Context: an optimization exercise on an open-source flow, tuned for small area, a short achievable clock period and few clock cycles. The choices shown serve that exercise and are no tape-out recipe.
Only simulation tests tie the RTL to the original design; equivalence was not proved.
Power and IR drop assume default switching activity.

## quartz
## ordered_list_append_remove
module ordered_list_append_remove (
  input  wire                                clk,
  input  wire                                rst_n,
  input  wire                                in_valid,
  output logic                               in_stall,
  input  wire        [ola_pkg::KIND_W-1:0]   in_kind,
  input  wire signed [ola_pkg::VAL_W-1:0]    in_value,
  output logic                               out_valid,
  input  wire                                out_stall,
  output logic       [ola_pkg::STATUS_W-1:0] out_status,
  output logic signed [ola_pkg::VAL_W-1:0]   out_entry,
  output logic                               out_last
);
Size: about 1200 flip-flops, about 76 I/O pins.
Settings: LEC_CHECK=0, CAP_MARGIN=20, CORE_MARGIN=2, CORE_UTILIZATION=40, CTS_BUF_LIST=sky130_fd_sc_hd__clkbuf_16, CTS_CLUSTER_DIAMETER=100, CTS_CLUSTER_SIZE=20, SETUP_SLACK_MARGIN=2.7, SLEW_MARGIN=20; clock period 5.5 ns.
run.sh (not shown) runs the stock make flow with config.mk's settings and CLKGATE_MAP_FILE= SYNTH_SCRIPT=/design/flow/synth_recipe.tcl, a recipe that flattens the netlist after the stock synthesis.
quartz completed; timing, DRC and antenna clean
Testbench counts of quartz, summed over its fixed seeds: cycles 22,371.
--- input diff quartz..tundra ---
# quartz
export LEC_CHECK = 0
export CAP_MARGIN = 20
export CORE_MARGIN = 2
export CORE_UTILIZATION = 40
export CTS_BUF_LIST = sky130_fd_sc_hd__clkbuf_16
export CTS_CLUSTER_DIAMETER = 100
export CTS_CLUSTER_SIZE = 20
export SETUP_SLACK_MARGIN = 2.7
export SLEW_MARGIN = 20
create_clock -name core_clock -period 5.5 [get_ports {clk}]
# tundra
export LEC_CHECK = 0
export CAP_MARGIN = 20
export CORE_MARGIN = 2
export CORE_UTILIZATION = 40
export CTS_BUF_LIST = sky130_fd_sc_hd__clkbuf_16
export CTS_CLUSTER_DIAMETER = 100
export CTS_CLUSTER_SIZE = 20
export SETUP_SLACK_MARGIN = 2.6
export SLEW_MARGIN = 20
create_clock -name core_clock -period 5.5 [get_ports {clk}]
Internal portion of total power, quartz and tundra, lower one = tundra. Cmp tundra vs quartz: wire length lower in tundra. When tundra is set beside quartz, its total number of cells along the worst setup path turns out to be 2 smaller. Changes observed in tundra relative to quartz: area of all placed cells without fillers decreased by 1.2% relative to the old numbers, number of inserted filler cells in the final layout closely matched the old numbers, minimum setup slack after placement increased by 0.081 ns relative to the old numbers.
Edits applied to the flow inputs when going from tundra to harbor:
# tundra
export LEC_CHECK = 0
export CAP_MARGIN = 20
export CORE_MARGIN = 2
export CORE_UTILIZATION = 40
export CTS_BUF_LIST = sky130_fd_sc_hd__clkbuf_16
export CTS_CLUSTER_DIAMETER = 100
export CTS_CLUSTER_SIZE = 20
export SETUP_SLACK_MARGIN = 2.6
export SLEW_MARGIN = 20
create_clock -name core_clock -period 5.5 [get_ports {clk}]
# harbor
export LEC_CHECK = 0
export CAP_MARGIN = 20
export CORE_MARGIN = 2
export CORE_UTILIZATION = 40
export CTS_BUF_LIST = sky130_fd_sc_hd__clkbuf_16
export CTS_CLUSTER_DIAMETER = 100
export CTS_CLUSTER_SIZE = 20
export SETUP_SLACK_MARGIN = 2.8
export SLEW_MARGIN = 20
create_clock -name core_clock -period 5.5 [get_ports {clk}]
Findings:
In the metrics for harbor and tundra, the one carrying the higher wire length of the first global-routing pass is tundra.
Comparing met1 track demand over resource for harbor and tundra, the smaller number came from harbor.
Looking at number of vias after detailed routing, harbor sits 0.76% below tundra.
Row maximum number of pins on one net before global-route repair: harbor lower / tundra higher
#### Input delta (raven over harbor)
# harbor
export LEC_CHECK = 0
export CAP_MARGIN = 20
export CORE_MARGIN = 2
export CORE_UTILIZATION = 40
export CTS_BUF_LIST = sky130_fd_sc_hd__clkbuf_16
export CTS_CLUSTER_DIAMETER = 100
export CTS_CLUSTER_SIZE = 20
export SETUP_SLACK_MARGIN = 2.8
export SLEW_MARGIN = 20
create_clock -name core_clock -period 5.5 [get_ports {clk}]
# raven
export LEC_CHECK = 0
export CAP_MARGIN = 20
export CORE_MARGIN = 2
export CORE_UTILIZATION = 40
export SETUP_SLACK_MARGIN = 2.8
export SLEW_MARGIN = 20
create_clock -name core_clock -period 5.5 [get_ports {clk}]
Findings:
raven finished every step from synthesis to the final layout, and the layout passed the timing, design-rule and antenna checks. H-tree depth: raven vs harbor up 1. Going from harbor to raven, the via count was found to have gone up by 523. Power per cell area (raven vs. harbor) increases by more than 10%. There was hardly any difference in maximum frequency between harbor and raven. Looking at harbor and raven, the first-pass GRT wire length is a wash. harbor vs raven, start point of the critical path: in_value[28] vs in_value[10].
diff inputs: raven => sierra
# raven
export LEC_CHECK = 0
export CAP_MARGIN = 20
export CORE_MARGIN = 2
export CORE_UTILIZATION = 40
export SETUP_SLACK_MARGIN = 2.8
export SLEW_MARGIN = 20
create_clock -name core_clock -period 5.5 [get_ports {clk}]
# sierra
export LEC_CHECK = 0
export CAP_MARGIN = 20
export CORE_MARGIN = 2
export CORE_UTILIZATION = 40
export CTS_BUF_LIST = sky130_fd_sc_hd__clkbuf_16
export CTS_CLUSTER_DIAMETER = 100
export CTS_CLUSTER_SIZE = 20
export SETUP_SLACK_MARGIN = 2.9
export SLEW_MARGIN = 20
create_clock -name core_clock -period 5.5 [get_ports {clk}]
Notes after the runs:
Looking at the reports, sierra completed the entire flow and the layout it produced met the timing, design-rule and antenna checks. raven finished every stage and its layout cleared the timing, design-rule and antenna checks. After detailed routing, raven needs less wire than sierra. Diff raven -> sierra: power decreased by 0.0037 W relative to the old numbers; largest stage delay on the critical path up 0.40 ns.

[static timing again, ports no longer ideal]
The results above use ideal ports. As a check the final layouts listed here were re-extracted and re-timed, cells and wires unchanged.
Step 1 assumes that a clkbuf_16 drives the clock port and a buf_2 every other input.
Step 2 moves the port delays by t, midway between the first and last clock arrival at a register: inputs arrive t later, outputs are due t later. That takes back most of the time a late clock gives input paths.
Three values: ideal ports, drivers, drivers and shift; two values: the first two.
run | t (ns) | setup slack, ns | slew at the worst register clock pin (ns)
quartz | 0.797 | 2.627 / 2.627 / 1.871 | 0.10 / 0.10
tundra | 0.802 | 2.555 / 2.557 / 1.774 | 0.09 / 0.09
harbor | 0.785 | 2.778 / 2.758 / 2.015 | 0.10 / 0.10
raven | 0.867 | 2.783 / 2.763 / 1.951 | 0.07 / 0.07
sierra | 0.799 | 2.806 / 2.806 / 2.060 | 0.10 / 0.10
After both steps setup and hold are still met in every run listed. The setup slack of raven, which loses most, moves by -0.020 ns with the drivers and by -0.832 ns with both steps.
